This is an optimization exercise on Yosys and OpenROAD, whose aim is small area, a short achievable clock period and few clock cycles per item, not a production implementation.
Where RTL was checked, it was by simulation tests only, not by an equivalence proof against the original.
No functional check of the RTL was part of run 2.

### config.mk
export PLATFORM = sky130hd
export DESIGN_NAME = aes_inv_top
export DESIGN_NICKNAME = aes_inv_top
export VERILOG_FILES = /design/flow/design.v
export SDC_FILE = /design/flow/constraint.sdc
export NUM_CORES = 4
export LEC_CHECK = 0
export CAP_MARGIN = 20
export CORE_MARGIN = 2
export CORE_UTILIZATION = 60
export SLEW_MARGIN = 20
### constraint.sdc
create_clock -name core_clock -period 8.0 [get_ports {clk_sys}]
set_input_delay 1.6000 -clock core_clock [delete_from_list [all_inputs] [get_ports {clk_sys}]]
set_output_delay 1.6000 -clock core_clock [all_outputs]
set_load 0.01 [all_outputs]
### design.v
`timescale 1ns/1ps
module aes_inv_key_sched (
  input  logic                clk_sys,
  input  logic [127:0]        key_last,
  input  logic                first,
  output logic [127:0]        key_prev,
  output logic                last_round
);
  localparam int WORD_W = 32;
  localparam int BYTE_W = 8;
  logic [7:0]   rcon;
  logic [7:0]   rcon_q;
  logic [127:0] key_q;
  logic [127:0] key_cur;
  logic [31:0] w0;
  logic [31:0] w1;
  logic [31:0] w2;
  logic [31:0] w3;
  logic [31:0] p0;
  logic [31:0] p1;
  logic [31:0] p2;
  logic [31:0] p3;
  logic [31:0] rot_w;
  logic [31:0] sub_w;
  logic [31:0] w0_rc;
  function automatic logic [7:0] gf_div2(logic [7:0] b);
    logic [8:0] tmp;
    tmp = {1'b0, b} ^ (b[0] ? 9'h11b : 9'h000);
    gf_div2 = tmp[8:1];
  endfunction
  assign rcon = first ? 8'h36 : rcon_q;
  always_ff @(posedge clk_sys) begin
    rcon_q <= gf_div2(rcon);
  end
  assign last_round = (rcon_q == 8'h01);
  assign key_cur = first ? key_last : key_q;
  assign {w0, w1, w2, w3} = key_cur;
  assign p3 = w3 ^ w2;
  assign p2 = w2 ^ w1;
  assign p1 = w1 ^ w0;
  assign rot_w = {p3[WORD_W-BYTE_W-1:0], p3[WORD_W-1 -: BYTE_W]};
  for (genvar b = 0; b < 4; b++) begin : g_sub
    aes_sbox_fwd u_sbox (
      .a (rot_w[BYTE_W*b +: BYTE_W]),
      .y (sub_w[BYTE_W*b +: BYTE_W])
    );
  end
  assign w0_rc = w0 ^ {rcon, {(WORD_W-BYTE_W){1'b0}}};
  assign p0 = sub_w ^ w0_rc;
  assign key_prev = {p0, p1, p2, p3};
  always_ff @(posedge clk_sys) begin
    key_q <= key_prev;
  end
endmodule
module aes_sbox_fwd (
  input  logic [7:0] a,
  output logic [7:0] y
);
  logic T1, T2, T3, T4, T5, T6, T7, T8, T9, T10, T11, T12, T13, T14, T15, T16, T17, T18, T19, T20, T21, T22, T23, T24, T25, T26, T27, U7;
  logic M1, M2, M3, M4, M5, M6, M7, M8, M9, M10, M11, M12, M13, M14, M15, M16, M17, M18, M19, M20, M21, M22, M23, M24, M25, M26, M27, M28, M29, M30, M31, M32, M33, M34, M35, M36, M37, M38, M39, M40, M41, M42, M43, M44, M45, M46, M47, M48, M49, M50, M51, M52, M53, M54, M55, M56, M57, M58, M59, M60, M61, M62, M63;
  assign T1 = a[7] ^ a[4];
  assign T2 = a[7] ^ a[2];
  assign T3 = a[7] ^ a[1];
  assign T4 = a[4] ^ a[2];
  assign T5 = a[3] ^ a[1];
  assign T6 = a[7] ^ a[4] ^ a[3] ^ a[1];
  assign T7 = a[6] ^ a[5];
  assign T8 = a[7] ^ a[4] ^ a[3] ^ a[1] ^ a[0];
  assign T9 = a[6] ^ a[5] ^ a[0];
  assign T10 = a[7] ^ a[6] ^ a[5] ^ a[4] ^ a[3] ^ a[1];
  assign T11 = a[6] ^ a[2];
  assign T12 = a[5] ^ a[2];
  assign T13 = a[7] ^ a[4] ^ a[2] ^ a[1];
  assign T14 = a[7] ^ a[6] ^ a[4] ^ a[3] ^ a[2] ^ a[1];
  assign T15 = a[6] ^ a[3] ^ a[2] ^ a[1];
  assign T16 = a[5] ^ a[3] ^ a[2] ^ a[1];
  assign T17 = a[6] ^ a[3] ^ a[2] ^ a[1] ^ a[0];
  assign T18 = a[4] ^ a[0];
  assign T19 = a[6] ^ a[5] ^ a[4] ^ a[0];
  assign T20 = a[7] ^ a[6] ^ a[5] ^ a[0];
  assign T21 = a[1] ^ a[0];
  assign T22 = a[6] ^ a[5] ^ a[1] ^ a[0];
  assign T23 = a[7] ^ a[6] ^ a[5] ^ a[2] ^ a[1] ^ a[0];
  assign T24 = a[6] ^ a[5] ^ a[4] ^ a[3] ^ a[2] ^ a[1];
  assign T25 = a[7] ^ a[5] ^ a[3] ^ a[2] ^ a[1];
  assign T26 = a[7] ^ a[5] ^ a[3] ^ a[2];
  assign T27 = a[7] ^ a[5] ^ a[4] ^ a[2];
  assign U7 = a[0];
  assign M1 = T13 & T6;
  assign M2 = T23 & T8;
  assign M3 = T14 ^ M1;
  assign M4 = T19 & U7;
  assign M5 = M4 ^ M1;
  assign M6 = T3 & T16;
  assign M7 = T22 & T9;
  assign M8 = T26 ^ M6;
  assign M9 = T20 & T17;
  assign M10 = M9 ^ M6;
  assign M11 = T1 & T15;
  assign M12 = T4 & T27;
  assign M13 = M12 ^ M11;
  assign M14 = T2 & T10;
  assign M15 = M14 ^ M11;
  assign M16 = M3 ^ M2;
  assign M17 = M5 ^ T24;
  assign M18 = M8 ^ M7;
  assign M19 = M10 ^ M15;
  assign M20 = M16 ^ M13;
  assign M21 = M17 ^ M15;
  assign M22 = M18 ^ M13;
  assign M23 = M19 ^ T25;
  assign M24 = M22 ^ M23;
  assign M25 = M22 & M20;
  assign M26 = M21 ^ M25;
  assign M27 = M20 ^ M21;
  assign M28 = M23 ^ M25;
  assign M29 = M28 & M27;
  assign M30 = M26 & M24;
  assign M31 = M20 & M23;
  assign M32 = M27 & M31;
  assign M33 = M27 ^ M25;
  assign M34 = M21 & M22;
  assign M35 = M24 & M34;
  assign M36 = M24 ^ M25;
  assign M37 = M21 ^ M29;
  assign M38 = M32 ^ M33;
  assign M39 = M23 ^ M30;
  assign M40 = M35 ^ M36;
  assign M41 = M38 ^ M40;
  assign M42 = M37 ^ M39;
  assign M43 = M37 ^ M38;
  assign M44 = M39 ^ M40;
  assign M45 = M42 ^ M41;
  assign M46 = M44 & T6;
  assign M47 = M40 & T8;
  assign M48 = M39 & U7;
  assign M49 = M43 & T16;
  assign M50 = M38 & T9;
  assign M51 = M37 & T17;
  assign M52 = M42 & T15;
  assign M53 = M45 & T27;
  assign M54 = M41 & T10;
  assign M55 = M44 & T13;
  assign M56 = M40 & T23;
  assign M57 = M39 & T19;
  assign M58 = M43 & T3;
  assign M59 = M38 & T22;
  assign M60 = M37 & T20;
  assign M61 = M42 & T1;
  assign M62 = M45 & T4;
  assign M63 = M41 & T2;
  assign y[0] = ~(M46 ^ M48 ^ M49 ^ M51 ^ M58 ^ M59 ^ M61 ^ M62);
  assign y[1] = ~(M50 ^ M51 ^ M53 ^ M54 ^ M58 ^ M59 ^ M61 ^ M62);
  assign y[2] = M46 ^ M48 ^ M49 ^ M50 ^ M53 ^ M54 ^ M56 ^ M57 ^ M58 ^ M60 ^ M61 ^ M62;
  assign y[3] = M47 ^ M48 ^ M50 ^ M51 ^ M55 ^ M56 ^ M61 ^ M62;
  assign y[4] = M46 ^ M47 ^ M49 ^ M50 ^ M55 ^ M56 ^ M61 ^ M62;
  assign y[5] = ~(M46 ^ M48 ^ M52 ^ M54 ^ M58 ^ M60 ^ M61 ^ M63);
  assign y[6] = ~(M46 ^ M47 ^ M52 ^ M53 ^ M55 ^ M56 ^ M61 ^ M62);
  assign y[7] = M49 ^ M50 ^ M52 ^ M53 ^ M55 ^ M56 ^ M61 ^ M62;
endmodule
`timescale 1ns/1ps
module aes_inv_round (
  input  logic [127:0]        state,
  input  logic [127:0]        cipher_text,
  input  logic [127:0]        key_last,
  input  logic                first,
  output logic [127:0]        round_out
);
  localparam int STATE_W = 128;
  localparam int WORD_W = 32;
  localparam int BYTE_W = 8;
  localparam int NUM_COLS = STATE_W / WORD_W;
  localparam int NUM_ROWS = WORD_W / BYTE_W;
  function automatic logic [7:0] gf_xtime(logic [7:0] b);
    gf_xtime = {b[6:0], 1'b0} ^ (b[7] ? 8'h1b : 8'h00);
  endfunction
  function automatic logic [31:0] inv_mix_column(logic [31:0] col);
    logic [7:0] a [4];
    logic [7:0] b [4];
    logic [7:0] u;
    logic [7:0] v;
    logic [7:0] d [4];
    for (int i = 0; i < 4; i++) begin
      a[i] = col[32-1-8*i -: 8];
    end
    u = gf_xtime(gf_xtime(a[0] ^ a[2]));
    v = gf_xtime(gf_xtime(a[1] ^ a[3]));
    b[0] = a[0] ^ u;
    b[1] = a[1] ^ v;
    b[2] = a[2] ^ u;
    b[3] = a[3] ^ v;
    for (int i = 0; i < 4; i++) begin
      d[i] = b[i] ^ b[(i+1)%4];
    end
    inv_mix_column = {b[1] ^ d[2] ^ gf_xtime(d[0]),
                      b[2] ^ d[3] ^ gf_xtime(d[1]),
                      b[3] ^ d[0] ^ gf_xtime(d[2]),
                      b[0] ^ d[1] ^ gf_xtime(d[3])};
  endfunction
  logic [127:0] mixed;
  logic [127:0] shifted;
  always_comb begin
    for (int c = 0; c < NUM_COLS; c++) begin
      mixed[STATE_W-1-WORD_W*c -: WORD_W] = inv_mix_column(state[STATE_W-1-WORD_W*c -: WORD_W]);
    end
  end
  always_comb begin
    for (int c = 0; c < NUM_COLS; c++) begin
      for (int r = 0; r < NUM_ROWS; r++) begin
        shifted[STATE_W-1-BYTE_W*(NUM_ROWS*c+r) -: BYTE_W] =
          first ? (cipher_text[STATE_W-1-BYTE_W*(NUM_ROWS*((c-r+NUM_COLS)%NUM_COLS)+r) -: BYTE_W] ^
                   key_last[STATE_W-1-BYTE_W*(NUM_ROWS*((c-r+NUM_COLS)%NUM_COLS)+r) -: BYTE_W])
                : mixed[STATE_W-1-BYTE_W*(NUM_ROWS*((c-r+NUM_COLS)%NUM_COLS)+r) -: BYTE_W];
      end
    end
  end
  for (genvar i = 0; i < NUM_COLS*NUM_ROWS; i++) begin : g_sub
    aes_sbox_inv u_sbox (
      .a (shifted[BYTE_W*i +: BYTE_W]),
      .y (round_out[BYTE_W*i +: BYTE_W])
    );
  end
endmodule
module aes_sbox_inv (
  input  logic [7:0] a,
  output logic [7:0] y
);
  logic T1, T2, T3, T4, T5, T6, T7, T8, T9, T10, T11, T12, T13, T14, T15, T16, T17, T18, T19, T20, T21, T22, T23, T24, T25, T26, T27, U7;
  logic M1, M2, M3, M4, M5, M6, M7, M8, M9, M10, M11, M12, M13, M14, M15, M16, M17, M18, M19, M20, M21, M22, M23, M24, M25, M26, M27, M28, M29, M30, M31, M32, M33, M34, M35, M36, M37, M38, M39, M40, M41, M42, M43, M44, M45, M46, M47, M48, M49, M50, M51, M52, M53, M54, M55, M56, M57, M58, M59, M60, M61, M62, M63;
  assign T1 = a[4] ^ a[3];
  assign T2 = ~(a[7] ^ a[6]);
  assign T3 = a[4] ^ a[3] ^ a[1] ^ a[0];
  assign T4 = ~(a[7] ^ a[6] ^ a[4] ^ a[3]);
  assign T5 = a[6] ^ a[5] ^ a[3] ^ a[2];
  assign T6 = a[6] ^ a[5] ^ a[4] ^ a[2];
  assign T7 = a[7] ^ a[5] ^ a[4] ^ a[3] ^ a[2] ^ a[0];
  assign T8 = ~(a[7] ^ a[6] ^ a[4]);
  assign T9 = ~(a[4] ^ a[3] ^ a[0]);
  assign T10 = a[7] ^ a[6] ^ a[3] ^ a[0];
  assign T11 = ~(a[7] ^ a[5] ^ a[4] ^ a[3] ^ a[1] ^ a[0]);
  assign T12 = ~(a[2] ^ a[1]);
  assign T13 = ~(a[7] ^ a[6] ^ a[1] ^ a[0]);
  assign T14 = ~(a[7] ^ a[6] ^ a[3] ^ a[2] ^ a[1] ^ a[0]);
  assign T15 = ~(a[7] ^ a[6] ^ a[4] ^ a[2] ^ a[1] ^ a[0]);
  assign T16 = ~(a[6] ^ a[5] ^ a[3] ^ a[1]);
  assign T17 = a[6] ^ a[5] ^ a[4] ^ a[1] ^ a[0];
  assign T18 = ~(a[7] ^ a[6] ^ a[5] ^ a[3] ^ a[2] ^ a[1]);
  assign T19 = ~(a[6] ^ a[4] ^ a[1] ^ a[0]);
  assign T20 = ~(a[6] ^ a[3] ^ a[1] ^ a[0]);
  assign T21 = ~(a[7] ^ a[6] ^ a[5] ^ a[3] ^ a[2] ^ a[0]);
  assign T22 = ~(a[6] ^ a[4]);
  assign T23 = a[7] ^ a[4];
  assign T24 = ~(a[3] ^ a[0]);
  assign T25 = ~(a[5] ^ a[4] ^ a[3]);
  assign T26 = ~(a[6] ^ a[5] ^ a[4] ^ a[0]);
  assign T27 = ~(a[4] ^ a[3] ^ a[2] ^ a[1]);
  assign U7 = ~(a[7] ^ a[5] ^ a[2]);
  assign M1 = T13 & T6;
  assign M2 = T23 & T8;
  assign M3 = T14 ^ M1;
  assign M4 = T19 & U7;
  assign M5 = M4 ^ M1;
  assign M6 = T3 & T16;
  assign M7 = T22 & T9;
  assign M8 = T26 ^ M6;
  assign M9 = T20 & T17;
  assign M10 = M9 ^ M6;
  assign M11 = T1 & T15;
  assign M12 = T4 & T27;
  assign M13 = M12 ^ M11;
  assign M14 = T2 & T10;
  assign M15 = M14 ^ M11;
  assign M16 = M3 ^ M2;
  assign M17 = M5 ^ T24;
  assign M18 = M8 ^ M7;
  assign M19 = M10 ^ M15;
  assign M20 = M16 ^ M13;
  assign M21 = M17 ^ M15;
  assign M22 = M18 ^ M13;
  assign M23 = M19 ^ T25;
  assign M24 = M22 ^ M23;
  assign M25 = M22 & M20;
  assign M26 = M21 ^ M25;
  assign M27 = M20 ^ M21;
  assign M28 = M23 ^ M25;
  assign M29 = M28 & M27;
  assign M30 = M26 & M24;
  assign M31 = M20 & M23;
  assign M32 = M27 & M31;
  assign M33 = M27 ^ M25;
  assign M34 = M21 & M22;
  assign M35 = M24 & M34;
  assign M36 = M24 ^ M25;
  assign M37 = M21 ^ M29;
  assign M38 = M32 ^ M33;
  assign M39 = M23 ^ M30;
  assign M40 = M35 ^ M36;
  assign M41 = M38 ^ M40;
  assign M42 = M37 ^ M39;
  assign M43 = M37 ^ M38;
  assign M44 = M39 ^ M40;
  assign M45 = M42 ^ M41;
  assign M46 = M44 & T6;
  assign M47 = M40 & T8;
  assign M48 = M39 & U7;
  assign M49 = M43 & T16;
  assign M50 = M38 & T9;
  assign M51 = M37 & T17;
  assign M52 = M42 & T15;
  assign M53 = M45 & T27;
  assign M54 = M41 & T10;
  assign M55 = M44 & T13;
  assign M56 = M40 & T23;
  assign M57 = M39 & T19;
  assign M58 = M43 & T3;
  assign M59 = M38 & T22;
  assign M60 = M37 & T20;
  assign M61 = M42 & T1;
  assign M62 = M45 & T4;
  assign M63 = M41 & T2;
  assign y[0] = M55 ^ M57 ^ M61 ^ M63;
  assign y[1] = M49 ^ M50 ^ M52 ^ M53 ^ M58 ^ M59 ^ M61 ^ M62;
  assign y[2] = M46 ^ M47 ^ M50 ^ M51 ^ M52 ^ M54 ^ M58 ^ M59 ^ M61 ^ M62;
  assign y[3] = M46 ^ M48 ^ M50 ^ M51 ^ M52 ^ M53 ^ M56 ^ M57 ^ M58 ^ M59 ^ M61 ^ M63;
  assign y[4] = M46 ^ M48 ^ M52 ^ M54 ^ M58 ^ M59 ^ M61 ^ M62;
  assign y[5] = M47 ^ M48 ^ M49 ^ M50 ^ M52 ^ M54 ^ M56 ^ M57 ^ M58 ^ M60 ^ M61 ^ M62;
  assign y[6] = M47 ^ M48 ^ M49 ^ M50 ^ M52 ^ M54 ^ M55 ^ M56 ^ M59 ^ M60 ^ M61 ^ M63;
  assign y[7] = M49 ^ M51 ^ M52 ^ M54 ^ M58 ^ M59 ^ M61 ^ M62;
endmodule
`timescale 1ns/1ps
module aes_inv_control (
  input  logic                clk_sys,
  input  logic                rst_n,
  input  logic                req,
  input  logic [127:0]        round_out,
  input  logic [127:0]        key_prev,
  input  logic                last_round,
  output logic                ack,
  output logic [127:0]        plain_text,
  output logic [127:0]        state,
  output logic                first,
  output logic                step
);
  localparam logic [1:0] ctrl_idle = 2'd0;
  localparam logic [1:0] ctrl_run  = 2'd1;
  localparam logic [1:0] ctrl_done = 2'd2;
  logic [1:0]  ctrl_q;
  logic [1:0]  ctrl_d;
  logic [127:0] data_q;
  always_comb begin
    ctrl_d = ctrl_q;
    case (ctrl_q)
      ctrl_idle: begin
        if (req) begin
          ctrl_d = ctrl_run;
        end
      end
      ctrl_run: begin
        if (last_round) begin
          ctrl_d = ctrl_done;
        end
      end
      ctrl_done: begin
        if (!req) begin
          ctrl_d = ctrl_idle;
        end
      end
      default: ctrl_d = ctrl_idle;
    endcase
  end
  always_ff @(posedge clk_sys or negedge rst_n) begin
    if (!rst_n) begin
      ctrl_q <= ctrl_idle;
    end else begin
      ctrl_q <= ctrl_d;
    end
  end
  assign first = (ctrl_q == ctrl_idle);
  assign step  = (ctrl_q == ctrl_run);
  always_ff @(posedge clk_sys) begin
    if (ctrl_q != ctrl_done) begin
      data_q <= round_out ^ key_prev;
    end
  end
  assign state = data_q;
  assign plain_text = data_q;
  assign ack = (ctrl_q == ctrl_done);
endmodule
`timescale 1ns/1ps
module aes_inv_top (
  input  logic                clk_sys,
  input  logic                rst_n,
  input  logic                req,
  input  logic [127:0]        cipher_text,
  input  logic [127:0]        key_last,
  output logic                ack,
  output logic [127:0]        plain_text
);
  logic         first;
  logic         step;
  logic         last_round;
  logic [127:0] key_prev;
  logic [127:0] state;
  logic [127:0] round_out;
  aes_inv_control u_control (
    .clk_sys     (clk_sys),
    .rst_n       (rst_n),
    .req         (req),
    .round_out   (round_out),
    .key_prev    (key_prev),
    .last_round  (last_round),
    .ack         (ack),
    .plain_text  (plain_text),
    .state       (state),
    .first       (first),
    .step        (step)
  );
  aes_inv_round u_round (
    .state       (state),
    .cipher_text (cipher_text),
    .key_last    (key_last),
    .first       (first),
    .round_out   (round_out)
  );
  aes_inv_key_sched u_key_sched (
    .clk_sys    (clk_sys),
    .key_last   (key_last),
    .first      (first),
    .key_prev   (key_prev),
    .last_round (last_round)
  );
endmodule
### flow/run.sh
#!/bin/bash
# Own layout flow: the standard layout (standard.sh, unchanged steps and
# settings), except that Yosys's ABC maps the logic with flow/abc.script
# instead of ORFS's abc_speed.script, and the port buffers that global
# placement inserts on every input and output are buf_1 cells. Registers
# come from dfflibmap before ABC, so they are the standard synthesis's.
set -euo pipefail
W=$(pwd)
sed 's#log_cmd abc {\*}\$abc_args#log_cmd abc {*}[lreplace $abc_args 1 1 '"$W"'/flow/abc.script]#' \
  "$FLOW_HOME/scripts/synth.tcl" > "$W/flow_synth_orfs.tcl"
grep -q "flow/abc.script" "$W/flow_synth_orfs.tcl"
sed "s#\$::env(SCRIPTS_DIR)/synth.tcl#$W/flow_synth_orfs.tcl#" "$W/synth_recipe.tcl" > "$W/flow_synth.tcl"
grep -q "flow_synth_orfs.tcl" "$W/flow_synth.tcl"
bash standard.sh SYNTH_SCRIPT="$W/flow_synth.tcl" \
  "BUFFER_PORTS_ARGS=-buffer_cell sky130_fd_sc_hd__buf_1" finish > "$W/standard.log" 2>&1
### flow/abc.script
strash
dc2
dch -f
map -a
topo
stime -c
buffer -c
upsize -c
dnsize -c
### standard.sh
#!/bin/bash
# synth_recipe.tcl (not shown) runs the flow's synth.tcl, then flattens the netlist and writes it again
# the make line also repeats each setting of config.mk as NAME=value (left out here)
make -C /OpenROAD-flow-scripts/flow DESIGN_CONFIG=/design/flow/config.mk WORK_HOME=/design/flow/orfs CLKGATE_MAP_FILE= SYNTH_SCRIPT=/design/flow/synth_recipe.tcl "${@:-finish}"
==> results by group, run 1 <==
Outcome
  • Outcome: finished clean

Detailed routing
  • Avg WL per Cell: about 20 µm
  • DR pass1 iterations: 6
  • Initial drt markers: 3242
  • Avg Vias per Cell: 5.30
  • DRC errors left: 0
  • Via count: ~39000
  • Antenna-violating nets left: 0
  • Post-Route WL: around 150 mm

Critical path
  • Crit Path Max Fanout: 4
  • Crit-path most repeated cell: nand2_1
  • Crit path kind: reg2reg
  • R2R Path Start: u_control.data_q[111]
  • Worst reg2reg setup slack: 1.03 ns
  • Worst Path Arrival: 7.27 ns
  • CP max-delay cell: o21ai_0
  • Required @ worst endpoint: around 8.3 ns
  • Max incr delay on CP: 0.64 ns
  • Reg2reg path depth: 28
  • Crit. End Element: register
  • Worst flop-to-flop path endpoint: u_control.data_q[2]
  • Setup crit start kind: register

Clock network
  • Post-CTS setup-driven buffer insertion count: 0
  • CTS tree: yes
  • Skew-Pair Late Insertion Delay: between 0.5 and 0.6 ns
  • Clk root buf: clkbuf_16
  • Post_cts resized: 0
  • CTS buffer count: 36
  • Clock tree buffer depth: 3
  • Hold-fix buffers, CTS: 0
  • Clock transition at path regs: about 0.060 ns
  • # H-tree levels: 2
  • # clock sinks: about 270

Global route
  • First-pass GRT wire length: around 220 mm
  • Vias in the first global route: about 37000
  • Met2 usage: 0.620
  • Initial antenna violation count: 4
  • Gr usage total: 0.382
  • GR peak layer: met2
  • Largest net degree at the start of global routing: a little under 100
  • Grt met1 use: 0.499
  • GR Util met3: 0.0491
  • Overflow after GRT: 0

Timing
  • RSZ-0062 raised after global routing: no
  • Setup clock skew after layout: roughly 0.024 ns
  • Max-Slew Margin vs Limit: 0.179
  • Worst-Margin Slew: around 1.2 ns
  • Max Fclk: about 0.14 GHz
  • Final worst slack: just over 1 ns
  • Setup TNS: 0 ns
  • Tmin final: roughly 7.0 ns
  • Final slew viol count: 0
  • Final Hold Fails: 0
  • Final period util: 0.871
  • Final setup fails: 0

Synth
  • Synthesized Nets: 6297
  • Post-synth EDFFs: 128
  • Mapped Area: 44200 µm²
  • Yosys reg bits: 266
  • Synth async-reset ratio: 0.00752
  • Synth top area share: 0.331
  • Ys Warns: 15
  • Post-synthesis sequential area ratio: 0.150
  • Cell taking the most area after synthesis: xor2_1
  • Cells after synthesis: between 6000 and 7000
  • Synth Flop Type: dfxtp_1
  • Top post-synthesis cells by area: xor2_1 33%, xnor2_1 13%, nand2_1 13%
  • Post-synth cell types: between 60 and 70
  • Syn_area_per_cell: around 7.3 µm²

Placed design
  • Pre-CTS setup slack: 0.982 ns
  • I/O Buffers: a little under 400
  • Placed cell count: between 7000 and 8000
  • Gpl congestion: just over 1
  • Hpwl dp: 127 mm
  • Post-DP Area: 46700 µm²

Layout
  • Area of the multi-input gates: approximately 35000 µm²
  • Share of layout cells above drive strength 1: 0.0780
  • Synth-to-layout area growth: 8.33%
  • Fillers: approximately 6800
  • Final cell count without fillers: approximately 7400
  • Post-layout util: 0.656
  • Fin area: between 40000 and 50000 µm²
  • FF+latch area: 6620 µm²
  • Nets: ~6700

Die
  • DIE AREA: between 70000 and 80000 µm²
  • Io pins: 388
  • Die H: about 280 µm
  • Core Area: 73000 µm²
  • Die Width: ~280 µm
  • Initial Util: 0.606
  • Row count: between 90 and 100

Min path
  • Worst Hold Depth: 1
  • Hold path start: u_key_sched.rcon_q[0]
  • Min-Delay Path Class: reg2reg
  • Hold endpoint: u_key_sched.rcon_q[2]

Job
  • Max_cap viols: 0
per-layer routing:
layer / part of all wire / vias up
met3: 0.072 / 293
met2: 0.45 / 1427
met4: 0.055 / 0
met1: 0.42 / 18400
li1: - / 19200
met5: 0 / -
per-stage QoR:
stage	hold WS, ns
floorplan	0.410
global route	0.478
detailed placement	0.435
global placement	0.424
finish	0.440
CTS	0.441
worst max-delay path by stage:
stage,to,startpoint,slack [ns],depth (start not counted)
5_1_grt,u_control.data_q[46],u_control.data_q[109],0.70,28
3_5_place_dp,u_control.data_q[118],key_last[47],0.98,28
4_1_cts,u_control.data_q[13],u_control.data_q[79],1.33,30
3_3_place_gp,u_control.data_q[114],key_last[47],1.05,29
2_1_floorplan,u_control.data_q[98],key_last[31],1.91,24
6_report,u_control.data_q[2],u_control.data_q[111],1.03,28
critical path: cells and delay by family, from the launching register on:
kind	cells	cell delay [ns]
AOI/OAI and AO/OA	3	1.21
xor gates and xnor gates	9	2.86
DFF	1	0.58
and+or+nand+nor	13	1.75
buffers and inverters	3	0.29
Yosys cell counts, types with 4 or more instances:
master	number
nand2_2	83
nand2_4	11
xor2_2	74
a31oi_1	11
o22ai_2	4
nand4_1	4
o211ai_1	17
buf_2	19
xnor2_1	662
xor2_1	1671
or2_0	16
nor2_1	233
inv_1	518
o21ai_0	160
nand3_1	141
inv_2	77
nand2_1	1473
o21ai_1	93
edfxtp_1	128
buf_1	5
ha_1	4
xor2_4	16
clkinv_1	4
or2_2	58
dfxtp_1	136
a21oi_1	125
or2_1	81
o21ai_2	24
buf_4	13
a22oi_1	5
clkbuf_1	7
xnor2_2	37
xnor2_4	5
mux2i_1	28
buf_6	11
o22ai_1	15
nor2_2	16
nor2_4	6
cell usage in the layout (no fill, tap or decap), types with 5 or more instances in the layout:
master,count
a21oi_1,125
a22oi_1,5
a31oi_1,11
buf_1,387
buf_4,14
clkbuf_16,38
clkinv_1,6
clkinvlp_4,6
dfxtp_1,136
edfxtp_1,128
inv_1,517
inv_2,76
mux2i_1,28
nand2_1,1473
nand2_2,83
nand2_4,11
nand3_1,141
nor2_1,233
nor2_2,16
nor2_4,6
o211ai_1,17
o21ai_0,160
o21ai_1,93
o21ai_2,24
o22ai_1,15
or2_0,16
or2_1,81
or2_2,58
xnor2_1,662
xnor2_2,37
xnor2_4,5
xor2_1,1671
xor2_2,74
xor2_4,16
flip-flops by register name (all words and copies together), names as in the netlist:
name,cells
u_control.ctrl_q,2
u_control.data_q,128
u_key_sched.key_q,128
u_key_sched.rcon_q,8
cells by family after synthesis:
logic type               after synthesis  share of synthesized area
multiplexers                          33                    0.00849
AO/OA/AOI/OAI                        475                     0.0611
AND/OR/NAND/NOR                     2136                      0.204
adder cells (fa/ha/maj)                4                    0.00113
XOR/XNOR                            2465                      0.516
flip-flops                           266                      0.150
buffers and inverters                655                     0.0592
cell type report:
type,count,area share
clock buffer,47,0.0215
inverter,599,0.0472
antenna,3,0.000157
multi-input combinational,5113,0.730
clock inverter,17,0.00384
timing repair buffer,404,0.0338
sequential,266,0.138
tap,959,0.0251
Testbench counts, summed over its fixed seeds: cycles 4,216, blocks 384.
==> inputs of run 2 (changes only) <==
--- a/design.v
+++ b/design.v
@@ -172,36 +172,11 @@
   localparam int NUM_COLS = STATE_W / WORD_W;
   localparam int NUM_ROWS = WORD_W / BYTE_W;
-  function automatic logic [7:0] gf_xtime(logic [7:0] b);
-    gf_xtime = {b[6:0], 1'b0} ^ (b[7] ? 8'h1b : 8'h00);
-  endfunction
-  function automatic logic [31:0] inv_mix_column(logic [31:0] col);
-    logic [7:0] a [4];
-    logic [7:0] b [4];
-    logic [7:0] u;
-    logic [7:0] v;
-    logic [7:0] d [4];
-    for (int i = 0; i < 4; i++) begin
-      a[i] = col[32-1-8*i -: 8];
-    end
-    u = gf_xtime(gf_xtime(a[0] ^ a[2]));
-    v = gf_xtime(gf_xtime(a[1] ^ a[3]));
-    b[0] = a[0] ^ u;
-    b[1] = a[1] ^ v;
-    b[2] = a[2] ^ u;
-    b[3] = a[3] ^ v;
-    for (int i = 0; i < 4; i++) begin
-      d[i] = b[i] ^ b[(i+1)%4];
-    end
-    inv_mix_column = {b[1] ^ d[2] ^ gf_xtime(d[0]),
-                      b[2] ^ d[3] ^ gf_xtime(d[1]),
-                      b[3] ^ d[0] ^ gf_xtime(d[2]),
-                      b[0] ^ d[1] ^ gf_xtime(d[3])};
-  endfunction
   logic [127:0] mixed;
   logic [127:0] shifted;
-  always_comb begin
-    for (int c = 0; c < NUM_COLS; c++) begin
-      mixed[STATE_W-1-WORD_W*c -: WORD_W] = inv_mix_column(state[STATE_W-1-WORD_W*c -: WORD_W]);
-    end
+  for (genvar c = 0; c < NUM_COLS; c++) begin : g_mix
+    aes_inv_mix_col u_mix (
+      .a (state[STATE_W-1-WORD_W*c -: WORD_W]),
+      .y (mixed[STATE_W-1-WORD_W*c -: WORD_W])
+    );
   end
   always_comb begin
@@ -328,4 +303,214 @@
   assign y[7] = M49 ^ M51 ^ M52 ^ M54 ^ M58 ^ M59 ^ M61 ^ M62;
 endmodule
+module aes_inv_mix_col (
+  input  logic [31:0] a,
+  output logic [31:0] y
+);
+  logic [171:0] x;
+  assign x[0] = a[29] ^ a[5];
+  assign x[1] = a[21] ^ a[13];
+  assign x[2] = a[30] ^ a[14];
+  assign x[3] = a[22] ^ a[6];
+  assign x[4] = x[0] ^ x[1];
+  assign x[5] = a[23] ^ a[7];
+  assign x[6] = a[31] ^ a[3];
+  assign x[7] = a[19] ^ a[15];
+  assign x[8] = a[26] ^ x[3];
+  assign x[9] = a[2] ^ x[2];
+  assign x[10] = a[20] ^ a[4];
+  assign x[11] = a[25] ^ a[9];
+  assign x[12] = a[16] ^ a[0];
+  assign x[13] = a[17] ^ a[1];
+  assign x[14] = a[24] ^ a[8];
+  assign x[15] = a[28] ^ a[12];
+  assign x[16] = a[18] ^ a[10];
+  assign x[17] = a[27] ^ a[11];
+  assign x[18] = a[7] ^ x[4];
+  assign x[19] = a[23] ^ x[4];
+  assign x[20] = x[5] ^ x[17];
+  assign x[21] = x[6] ^ x[7];
+  assign x[22] = x[8] ^ x[9];
+  assign x[23] = a[31] ^ a[15];
+  assign x[24] = a[29] ^ x[15];
+  assign x[25] = a[27] ^ x[11];
+  assign x[26] = x[6] ^ x[13];
+  assign x[27] = x[7] ^ x[13];
+  assign x[28] = a[22] ^ x[10];
+  assign x[29] = x[12] ^ x[14];
+  assign x[30] = a[11] ^ x[11];
+  assign x[31] = x[3] ^ x[14];
+  assign x[32] = a[5] ^ x[15];
+  assign x[33] = a[6] ^ x[10];
+  assign x[34] = x[2] ^ x[12];
+  assign x[35] = x[20] ^ x[21];
+  assign x[36] = x[18] ^ x[30];
+  assign x[37] = x[16] ^ x[22];
+  assign x[38] = a[30] ^ a[13];
+  assign x[39] = a[16] ^ a[15];
+  assign x[40] = a[21] ^ a[14];
+  assign x[41] = a[31] ^ a[8];
+  assign x[42] = a[10] ^ x[10];
+  assign x[43] = a[28] ^ x[1];
+  assign x[44] = a[12] ^ x[0];
+  assign x[45] = a[18] ^ x[15];
+  assign x[46] = x[2] ^ x[11];
+  assign x[47] = x[3] ^ x[13];
+  assign x[48] = a[25] ^ x[16];
+  assign x[49] = x[5] ^ x[24];
+  assign x[50] = x[23] ^ x[32];
+  assign x[51] = x[9] ^ x[45];
+  assign x[52] = x[8] ^ x[27];
+  assign x[53] = x[17] ^ x[29];
+  assign x[54] = a[0] ^ x[19];
+  assign x[55] = x[3] ^ x[35];
+  assign x[56] = x[19] ^ x[25];
+  assign x[57] = a[24] ^ a[15];
+  assign x[58] = a[31] ^ a[17];
+  assign x[59] = a[9] ^ a[10];
+  assign x[60] = a[20] ^ a[5];
+  assign x[61] = a[29] ^ a[4];
+  assign x[62] = a[20] ^ a[13];
+  assign x[63] = a[8] ^ a[1];
+  assign x[64] = a[9] ^ a[1];
+  assign x[65] = a[13] ^ a[14];
+  assign x[66] = a[25] ^ a[0];
+  assign x[67] = a[26] ^ a[18];
+  assign x[68] = a[21] ^ a[4];
+  assign x[69] = a[30] ^ a[23];
+  assign x[70] = a[24] ^ a[9];
+  assign x[71] = a[19] ^ a[10];
+  assign x[72] = a[31] ^ a[16];
+  assign x[73] = x[2] ^ x[7];
+  assign x[74] = x[5] ^ x[14];
+  assign x[75] = x[41] ^ x[66];
+  assign x[76] = x[6] ^ x[71];
+  assign x[77] = x[1] ^ x[2];
+  assign x[78] = a[7] ^ x[40];
+  assign x[79] = x[39] ^ x[63];
+  assign x[80] = a[24] ^ x[58];
+  assign x[81] = x[12] ^ x[23];
+  assign x[82] = x[0] ^ x[2];
+  assign x[83] = a[3] ^ x[67];
+  assign x[84] = a[18] ^ x[64];
+  assign x[85] = a[15] ^ x[38];
+  assign x[86] = a[17] ^ x[59];
+  assign x[87] = a[1] ^ x[23];
+  assign x[88] = x[39] ^ x[70];
+  assign x[89] = a[31] ^ x[65];
+  assign x[90] = a[17] ^ x[5];
+  assign x[91] = x[3] ^ x[16];
+  assign x[92] = a[21] ^ x[69];
+  assign x[93] = x[8] ^ x[48];
+  assign x[94] = x[28] ^ x[85];
+  assign x[95] = x[44] ^ x[68];
+  assign x[96] = x[21] ^ x[44];
+  assign x[97] = x[26] ^ x[91];
+  assign x[98] = a[28] ^ x[8];
+  assign x[99] = x[26] ^ x[42];
+  assign x[100] = a[12] ^ x[42];
+  assign x[101] = x[9] ^ x[29];
+  assign x[102] = x[9] ^ x[48];
+  assign x[103] = x[20] ^ x[60];
+  assign x[104] = x[28] ^ x[78];
+  assign x[105] = x[34] ^ x[41];
+  assign x[106] = x[47] ^ x[75];
+  assign x[107] = x[74] ^ x[84];
+  assign x[108] = x[46] ^ x[80];
+  assign x[109] = x[33] ^ x[77];
+  assign x[110] = x[34] ^ x[57];
+  assign x[111] = x[21] ^ x[43];
+  assign x[112] = a[15] ^ x[31];
+  assign x[113] = x[24] ^ x[40];
+  assign x[114] = x[33] ^ x[92];
+  assign x[115] = x[29] ^ x[73];
+  assign x[116] = x[47] ^ x[88];
+  assign x[117] = a[20] ^ x[26];
+  assign x[118] = x[46] ^ x[79];
+  assign x[119] = x[33] ^ x[89];
+  assign x[120] = x[31] ^ x[90];
+  assign x[121] = x[34] ^ x[87];
+  assign x[122] = x[32] ^ x[38];
+  assign x[123] = x[31] ^ x[72];
+  assign x[124] = a[4] ^ x[27];
+  assign x[125] = x[28] ^ x[82];
+  assign x[126] = x[81] ^ x[86];
+  assign x[127] = x[52] ^ x[53];
+  assign x[128] = x[93] ^ x[121];
+  assign x[129] = x[52] ^ x[100];
+  assign x[130] = x[83] ^ x[115];
+  assign x[131] = x[22] ^ x[126];
+  assign x[132] = x[51] ^ x[124];
+  assign x[133] = x[35] ^ x[125];
+  assign x[134] = x[49] ^ x[94];
+  assign x[135] = x[62] ^ x[96];
+  assign x[136] = x[19] ^ x[116];
+  assign x[137] = x[51] ^ x[117];
+  assign x[138] = x[61] ^ x[111];
+  assign x[139] = x[43] ^ x[103];
+  assign x[140] = x[19] ^ x[105];
+  assign x[141] = x[18] ^ x[118];
+  assign x[142] = x[20] ^ x[95];
+  assign x[143] = x[50] ^ x[114];
+  assign x[144] = x[53] ^ x[97];
+  assign x[145] = x[98] ^ x[99];
+  assign x[146] = x[22] ^ x[107];
+  assign x[147] = x[76] ^ x[101];
+  assign x[148] = x[102] ^ x[120];
+  assign x[149] = x[18] ^ x[106];
+  assign x[150] = x[49] ^ x[119];
+  assign x[151] = x[18] ^ x[123];
+  assign x[152] = a[2] ^ x[19];
+  assign x[153] = x[35] ^ x[109];
+  assign x[154] = x[18] ^ x[110];
+  assign x[155] = x[50] ^ x[104];
+  assign x[156] = x[37] ^ x[142];
+  assign x[157] = x[37] ^ x[139];
+  assign x[158] = x[36] ^ x[145];
+  assign x[159] = x[56] ^ x[147];
+  assign x[160] = x[56] ^ x[137];
+  assign x[161] = x[36] ^ x[130];
+  assign x[162] = x[37] ^ x[138];
+  assign x[163] = x[55] ^ x[122];
+  assign x[164] = x[18] ^ x[144];
+  assign x[165] = x[127] ^ x[152];
+  assign x[166] = x[37] ^ x[135];
+  assign x[167] = x[54] ^ x[108];
+  assign x[168] = x[55] ^ x[113];
+  assign x[169] = x[54] ^ x[112];
+  assign x[170] = x[36] ^ x[132];
+  assign x[171] = x[56] ^ x[129];
+  assign y[24] = x[140];
+  assign y[25] = x[136];
+  assign y[26] = x[148];
+  assign y[27] = x[161];
+  assign y[28] = x[171];
+  assign y[29] = x[157];
+  assign y[30] = x[168];
+  assign y[31] = x[134];
+  assign y[16] = x[169];
+  assign y[17] = x[141];
+  assign y[18] = x[131];
+  assign y[19] = x[164];
+  assign y[20] = x[170];
+  assign y[21] = x[166];
+  assign y[22] = x[153];
+  assign y[23] = x[155];
+  assign y[8] = x[154];
+  assign y[9] = x[149];
+  assign y[10] = x[146];
+  assign y[11] = x[159];
+  assign y[12] = x[158];
+  assign y[13] = x[156];
+  assign y[14] = x[163];
+  assign y[15] = x[150];
+  assign y[0] = x[151];
+  assign y[1] = x[167];
+  assign y[2] = x[128];
+  assign y[3] = x[165];
+  assign y[4] = x[160];
+  assign y[5] = x[162];
+  assign y[6] = x[133];
+  assign y[7] = x[143];
+endmodule
 `timescale 1ns/1ps
 module aes_inv_control (
==> results by group, run 2 <==
Global route
  • Initial antenna violation count: 8
  • First-pass GRT wire length: 216 mm
  • Overflow after GRT: 0
  • Gr usage total: 0.382
  • Largest net degree at the start of global routing: between 100 and 150
  • Vias in the first global route: 36000

Timing
  • Final period util: 0.864
  • Max Fclk: approximately 0.14 GHz
  • Final setup fails: 0
  • Worst-Margin Slew: about 1.1 ns
  • Final worst slack: ~1.1 ns
  • RSZ-0062 raised after global routing: no
  • Final slew viol count: 0
  • Hold slack: ~0.47 ns
  • Tmin final: about 6.9 ns
  • Max-Slew Margin vs Limit: 0.237
  • Setup clock skew after layout: ~0.029 ns
  • Setup TNS: 0 ns
  • Final Hold Fails: 0

Critical path
  • Max incr delay on CP: ~0.63 ns
  • Crit path kind: reg2reg
  • Setup crit start kind: register
  • Required @ worst endpoint: between 8 and 9 ns
  • Crit Path Max Fanout: 5
  • Worst Path Arrival: around 7.2 ns
  • Crit. End Element: register
  • CP max-delay cell: xor2_1
  • Crit-path most repeated cell: nand2_1
  • R2R Path Start: u_control.data_q[13]
  • Worst Setup SP: u_control.data_q[13]

Placed design
  • Hpwl dp: approximately 120 mm
  • Gpl congestion: 1.04
  • Pre-CTS setup slack: 0.667 ns
  • I/O Buffers: between 300 and 400

Detailed routing
  • Avg Vias per Cell: around 5.3
  • Via count: between 30000 and 40000
  • Initial drt markers: about 3400
  • DR pass1 iterations: 6
  • Post-Route WL: around 150 mm
  • DRC errors left: 0
  • Antenna-violating nets left: 0
  • Avg WL per Cell: ~20 µm

Layout
  • Most common cell after layout, fill and taps aside: xor2_1
  • Nets: ~6600
  • Synth-to-layout area growth: 8.41%
  • # diodes: 0
  • Share of layout cells above drive strength 1: 0.0554
  • Regs by FF count: u_control.data_q: 128 flops, u_key_sched.key_q: 128 flops, u_key_sched.rcon_q: 8 flops
  • Most frequent cells in the layout: 1725 x xor2_1, 1417 x nand2_1, 719 x xnor2_1

Synth
  • Cell taking the most area after synthesis: xor2_1
  • Post-synth cell types: 65
  • Synth Flop Type: dfxtp_1
  • Post-synth EDFFs: roughly 130
  • Mapped Area: 43300 µm²
  • Post-synthesis sequential area ratio: 0.153
  • Synthesized Nets: 6247
  • Yosys reg bits: between 200 and 300
  • Synth async-reset ratio: 0.00752
  • Most frequent cell after synthesis: xor2_1
  • Top post-synthesis cells by count: 1725 x xor2_1, 1417 x nand2_1, 719 x xnor2_1
  • Syn_area_per_cell: between 7 and 8 µm²
  • Synth top area share: 0.349
  • Top post-synthesis cells by area: xor2_1 35%, xnor2_1 15%, nand2_1 12%
  • Cells after synthesis: approximately 6000
  • Ys Warns: 3

Clock network
  • Clk root buf: clkbuf_16
  • Clock tree buffer depth: 3
  • Clock transition at path regs: about 0.060 ns
  • CTS buffer count: 36
  • Post-CTS setup-driven buffer insertion count: 0
  • # H-tree levels: 2
  • Post_cts resized: 0
  • CTS tree: yes
  • Skew-Pair Late Insertion Delay: 0.57 ns
  • # clock sinks: 266
  • Hold-fix buffers, CTS: 0

Die
  • Die Width: roughly 270 µm
  • Core Area: 71500 µm²
  • DIE AREA: 74400 µm²
  • Row count: slightly below 100
  • Die H: roughly 270 µm
  • Io pins: 388
  • Initial Util: 0.606

Min path
  • Min-Delay Path Class: reg2reg
  • Hold path start: u_key_sched.rcon_q[0]

Outcome
  • Outcome: finished clean

Job
  • Max_cap viols: 0
## run 2: changes by cell type after synthesis, sizes merged, moves of 10 or more
cell,change
inv,-35
nor2,+34
mux2i,+16
or2,-12
a21oi,-10
xnor2,+33
o21ai,-10
nand2,-90
## run 2: kinds of logic after synthesis
group,after synthesis,synth area share
AND/OR/NAND/NOR,2075,0.200
flip-flops,266,0.153
buffers and inverters,627,0.0580
adder cells (fa/ha/maj),4,0.00115
multiplexers,50,0.0117
XOR/XNOR,2506,0.518
AO/OA/AOI/OAI,456,0.0587
## run 2: worst max-delay path, delay by kind of cell, from the launching register on
family          cells  cell delay [ns]
xor+xnor            8             2.35
simple gates       17             2.26
compound gates      4             0.81
flops               1             0.56
buf+inv             7             0.59
## run 2: layout make-up
type                            count  area (µm²)
Multi-Input combinational cell   5091       34200
Fill cell                        6548       24500
Sequential cell                   266        6620
Inverter                          561        2120
Timing Repair Buffer              406        1620
Tap cell                          950        1190
Clock buffer                       50        1050
Clock inverter                     14         189
## run 2: routing by layer
| layer | share of wire | routed length (µm) | track usage | up-vias |
|---|---|---|---|---|
| li1 | - | - | - | 19100 |
| met1 | 0.43 | 62700 | 0.508 | 18300 |
| met2 | 0.45 | 65500 | 0.616 | 1484 |
| met3 | 0.077 | 11300 | 0.0510 | 274 |
| met4 | 0.051 | 7540 | 0.171 | 6 |
| met5 | 0.00025 | 37 | 0 | - |
## run 2: final timing paths
path                                          to  slack, ns  cells after the start
min in group asynchronous    u_control.ctrl_q[0]       0.81                      1
min                        u_key_sched.rcon_q[2]       0.47                      1
max                         u_control.data_q[75]       1.09                     36
max in group asynchronous    u_control.ctrl_q[1]       7.07                      1
max reg2reg                 u_control.data_q[75]       1.09                     36
min reg2reg                u_key_sched.rcon_q[2]       0.47                      1
## run 2: metrics by stage
step / cell area [µm²] / utilization / cells
2_1_floorplan: 43300 / - / 5984
3_3_place_gp: 45700 / 0.640 / 7273
3_5_place_dp: 45700 / 0.640 / 7273
4_1_cts: 47000 / 0.657 / 7337
5_1_grt: 47000 / 0.657 / 7338
6_report: 47000 / 0.657 / 7338

==> what the ideal ports hide <==
The flow's constraints put no driver on any port. The routed layouts listed below were extracted and timed again, unchanged, in two steps.
Step 1 (the two cells are an assumption about what drives the block):
set clk [get_ports {clk_sys}]
set_driving_cell -lib_cell sky130_fd_sc_hd__clkbuf_16 $clk
set_driving_cell -lib_cell sky130_fd_sc_hd__buf_2 [delete_from_list [all_inputs] $clk]
Step 2 moves the port delays by t, midway between the first and last clock arrival at a register: inputs arrive t later, outputs are due t later. That takes back most of the time a late clock gives input paths.
a / b / c = ideal / step 1 / step 2; a / b = the first two.
| run | t, ns | setup slack, ns | worst hold slack (ns) | worst setup path after step 2 | worst register clock-pin slew, ns |
|---|---|---|---|---|---|
| run 1 | 0.626 | 1.032 / 1.032 / 0.810 | 0.440 / 0.440 / 0.440 | input to register | 0.07 / 0.07 |
| run 2 | 0.622 | 1.091 / 1.091 / 0.575 | 0.472 / 0.472 / 0.472 | input to register | 0.07 / 0.07 |
After both steps every run listed still meets setup and hold. The setup slack of run 2, which loses most, moves by 0.000 ns with the drivers and by -0.516 ns with both steps.
